This design comes from an exercise in tuning for small area, a short achievable clock period and few clock cycles per item on the open sky130 flow, not from production work. At most, simulation tests tie the RTL to the original design; equivalence was not proved. Power figures rest on the tool's default switching activity, not on a simulated workload.

// nonpreemptive_priority_scheduler_unit
module nonpreemptive_priority_scheduler_unit (
  input  logic              clk,
  input  logic              rst,
  input  logic              jobs_valid,
  output logic              jobs_ready,
  input  logic              jobs_op,
  input  logic [IdW-1:0]    jobs_job_id,
  input  logic [BurstW-1:0] jobs_burst_ms,
  input  logic [PrioW-1:0]  jobs_prio_level,
  output logic              results_valid,
  input  logic              results_ready,
  output logic [KindW-1:0]  results_kind,
  output logic [IdW-1:0]    results_out_id,
  output logic [BurstW-1:0] results_out_burst,
  output logic [PrioW-1:0]  results_out_prio,
  output logic [TimeW-1:0]  results_turnaround,
  output logic [TimeW-1:0]  results_waiting,
  output logic [SumW-1:0]   results_sum_turnaround,
  output logic [SumW-1:0]   results_sum_waiting,
  output logic [DoneW-1:0]  results_jobs_done,
  output logic              results_last
);
  localparam int QD = 16;
  localparam int TD = 3;    
  function automatic logic [1:0] cmp_join(input logic [1:0] hi, input logic [1:0] lo);
    cmp_join = {hi[1] | (hi[0] & lo[1]), hi[0] & lo[0]};
  endfunction
  function automatic logic ge8(input logic [7:0] a, input logic [7:0] b);
    logic [1:0] l0 [8];
    logic [1:0] l1 [4];
    logic [1:0] l2 [2];
    logic [1:0] l3;
  ...
Size in the first run: ~3400 cells after synthesis, about 1200 flip-flops, roughly 180 I/O pins, about 49000 µm² of cells after synthesis.
export LEC_CHECK = 0
export CAP_MARGIN = 20
export CORE_MARGIN = 2
export CORE_UTILIZATION = 50
export PLACE_DENSITY = 0.65
export SETUP_SLACK_MARGIN = 2.3
export SLEW_MARGIN = 20
create_clock -name core_clock -period 5.0 [get_ports {clk}]
standard.sh (not shown) runs the stock make flow with config.mk's settings and CLKGATE_MAP_FILE= SYNTH_SCRIPT=/design/flow/synth_recipe.tcl, a recipe that flattens the netlist after the stock synthesis.
==> flow/flow/run.sh <==
#!/bin/bash
# The standard layout (standard.sh), with two changes passed to ORFS through its
# own variables: the port buffers use a plain buffer cell, and clock tree
# synthesis inserts no dummy loads. Everything else is the standard flow.
set -euo pipefail
export BUFFER_PORTS_ARGS="-buffer_cell sky130_fd_sc_hd__buf_4"
export CTS_ARGS="-sink_clustering_enable -repair_clock_nets -dont_use_dummy_load -buf_list sky130_fd_sc_hd__clkbuf_16 -sink_clustering_size 30 -sink_clustering_max_diameter 60"
bash standard.sh > standard_flow.log 2>&1
The starting point passed the timing, design-rule and antenna checks.
Testbench counts at the start, summed over its fixed seeds: cycles 14,636, items 8,000.
Next try:
--- a/flow/config.mk
+++ b/flow/config.mk
@@ -10,2 +10,2 @@
-export CORE_UTILIZATION = 50
-export PLACE_DENSITY = 0.65
+export CORE_UTILIZATION = 40
+export PLACE_DENSITY = 0.6
The changed run completed with no timing, DRC or antenna violations. Total power decreases slightly. Clock-buffer cell count increases by 4. Fmax increases by a few percent. Hold slack degrades by 0.035 ns. Sequential power stays flat. Clock skew increases by 0.012 ns. Synthesized cell count is unchanged. Utilization decreases by 13 points. Via count decreases by a few percent. Global-route usage decreases by 6.5 points. Combinational power decreases by a little under a tenth.
Next try:
--- a/flow/config.mk
+++ b/flow/config.mk
@@ -7,0 +8 @@
+export ABC_AREA = 1
Result: Sequential share of layout area barely changes. Worst setup slack gets worse by 0.0070 ns. Clock skew drops by 0.0045 ns.

---

Another version of the RTL of nonpreemptive_priority_scheduler_unit (not shown whole).
For scale: about 4000 cells after synthesis, ~180 I/O pins, roughly 54000 um2 of cells after synthesis.
clock: 5.0 ns
lec_check: 0
cap_margin: 20
core_margin: 2
core_utilization: 40
cts_buf_list: sky130_fd_sc_hd__clkbuf_16
cts_cluster_diameter: 60
cts_cluster_size: 30
place_density: 0.6
setup_slack_margin: 2.2
slew_margin: 20
run.sh (not shown) runs the stock make flow with config.mk's settings and CLKGATE_MAP_FILE= SYNTH_SCRIPT=/design/flow/synth_recipe.tcl, a recipe that flattens the netlist after the stock synthesis.
Stock flow here: none of the scripts above is used.
Change:
ABC_AREA = 1   (was unset)
SETUP_SLACK_MARGIN = unset   (was 2.2)
The changed run finished with timing, DRC and antenna clean.
Clock-buffer cell count goes down by 9.
Worst setup slack degrades by 0.80 ns.
Die area shrinks by a few percent.
Cell area is lower by about a fifth.
Non-clock buffer count drops by 340.
Via count drops by about a fifth.
Clock power went down by a few percent.
Area after synthesis went down by a few percent.
Register-to-register slack is worse by 0.80 ns.
Global-route usage goes down by 8.1 points.
Core utilization went down by 4.9 points.
No functional check of the RTL was part of any run of this note.

---

## job 8645
Another version of the RTL of nonpreemptive_priority_scheduler_unit (not shown whole).
Size: about 3400 cells after synthesis, roughly 1200 flip-flops, roughly 180 I/O pins, roughly 49000 um2 of cells after synthesis.
clock: 5.0 ns
lec_check: 0
cap_margin: 20
core_margin: 2
core_utilization: 50
place_density: 0.65
setup_slack_margin: 2.5
slew_margin: 20
standard.sh (not shown) runs the stock make flow with config.mk's settings and CLKGATE_MAP_FILE= SYNTH_SCRIPT=/design/flow/synth_recipe.tcl, a recipe that flattens the netlist after the stock synthesis.
Scripts as last shown in full above: flow/flow/run.sh
Every stage of the flow completed for job 8645, and the final layout passed the timing, design-rule and antenna checks.
Setup changes, job 8645 to job 1043
- swapping 50 for 40 in CORE_UTILIZATION
- swapping 0.65 for 0.6 in PLACE_DENSITY
- swapping 2.5 for 2.3 in SETUP_SLACK_MARGIN
Diff job 8645 -> job 1043: clock skew saw a decrease, sequential portion of the cell area shrank by 0.52 points, fraction of final layout cells sized beyond drive strength 1 went down by 0.75 points, clock-pin slew reported for the worst setup and hold paths after clock tree synthesis now sits at about the same level.
Taking job 8645 over job 1043, the well-tap cell count ratio works out to 0.79.
Of job 8645 and job 1043, the run reporting the lower global-route usage was job 1043.
The run showing the greater cell area is job 1043.
Re worst slack on hold paths: job 8645 and job 1043 aren't equal, and the higher value belongs to job 1043.
Compared to job 8645, job 1043 has setup slack 0.016 ns lower.
> inputs changed (job 1043 -> job 1177)
- ABC_AREA: unset -> 1
==> notes.md <==
- NOTE: fraction of power consumed by the clock network in job 1177 exceeds that of job 1043
- Run comparison: job 1043 timing endpoint of the critical path o_stat[18]; job 1177 timing endpoint of the critical path ph_hi[2]
- Summary: with job 1043 as the reference, total placed cells including tap cells in job 1177 moved up by more than 10%.
- Compared with job 1043, job 1177 shows a higher internal power.
- Job 1177 gives more synthesized cell count than job 1043 did.
- Job 1177 -> job 1043: reported sequential group power flat
No run of this note included a check of the RTL's function; only the layout flow was run.

-- static timing again, ports no longer ideal --
No port has a modelled driver above. Below, the same layouts with a new extraction and two added sets of constraints.
Step 1 (the two cells are an assumption about what drives the block):
set clk [get_ports {clk}]
set_driving_cell -lib_cell sky130_fd_sc_hd__clkbuf_16 $clk
set_driving_cell -lib_cell sky130_fd_sc_hd__buf_2 [delete_from_list [all_inputs] $clk]
Step 2 adds t to the input delays and takes it off the output delays; t is the mean of the earliest and latest rising clock arrival at the registers after step 1. Input paths then give back, and output paths get back, about the clock's delay inside the block.
Three values: no drivers, after step 1, after step 2; two values: the first two.
run	t (ns)	setup slack, ns	hold slack, ns	worst setup path at the end	worst register clock-pin slew, ns
the first run of note 1	0.748	2.141 / 2.141 / 1.619	0.353 / 0.353 / 0.353	input to register	0.09 / 0.09
the second run of note 1	0.744	2.232 / 2.232 / 1.653	0.317 / 0.317 / 0.317	input to register	0.11 / 0.11
the third run of note 1	0.741	2.225 / 2.225 / 1.585	0.319 / 0.319 / 0.319	input to register	0.09 / 0.09
the first run of note 2	0.809	1.363 / 1.363 / 1.363	0.409 / 0.409 / 0.409	register to register	0.10 / 0.10
the second run of note 2	0.753	0.558 / 0.558 / 0.558	0.400 / 0.400 / 0.400	register to register	0.10 / 0.10
job 8645	0.720	2.034 / 2.034 / 1.798	0.321 / 0.321 / 0.321	input to register	0.10 / 0.10
job 1043	0.746	2.018 / 2.018 / 1.609	0.330 / 0.330 / 0.330	input to register	0.10 / 0.10
job 1177	0.744	2.160 / 2.160 / 1.651	0.326 / 0.326 / 0.326	input to register	0.09 / 0.09
After both steps setup and hold are still met in every run listed. For the third run of note 1, which loses most, drivers alone change the setup slack by 0.000 ns; drivers and shift together by -0.640 ns.
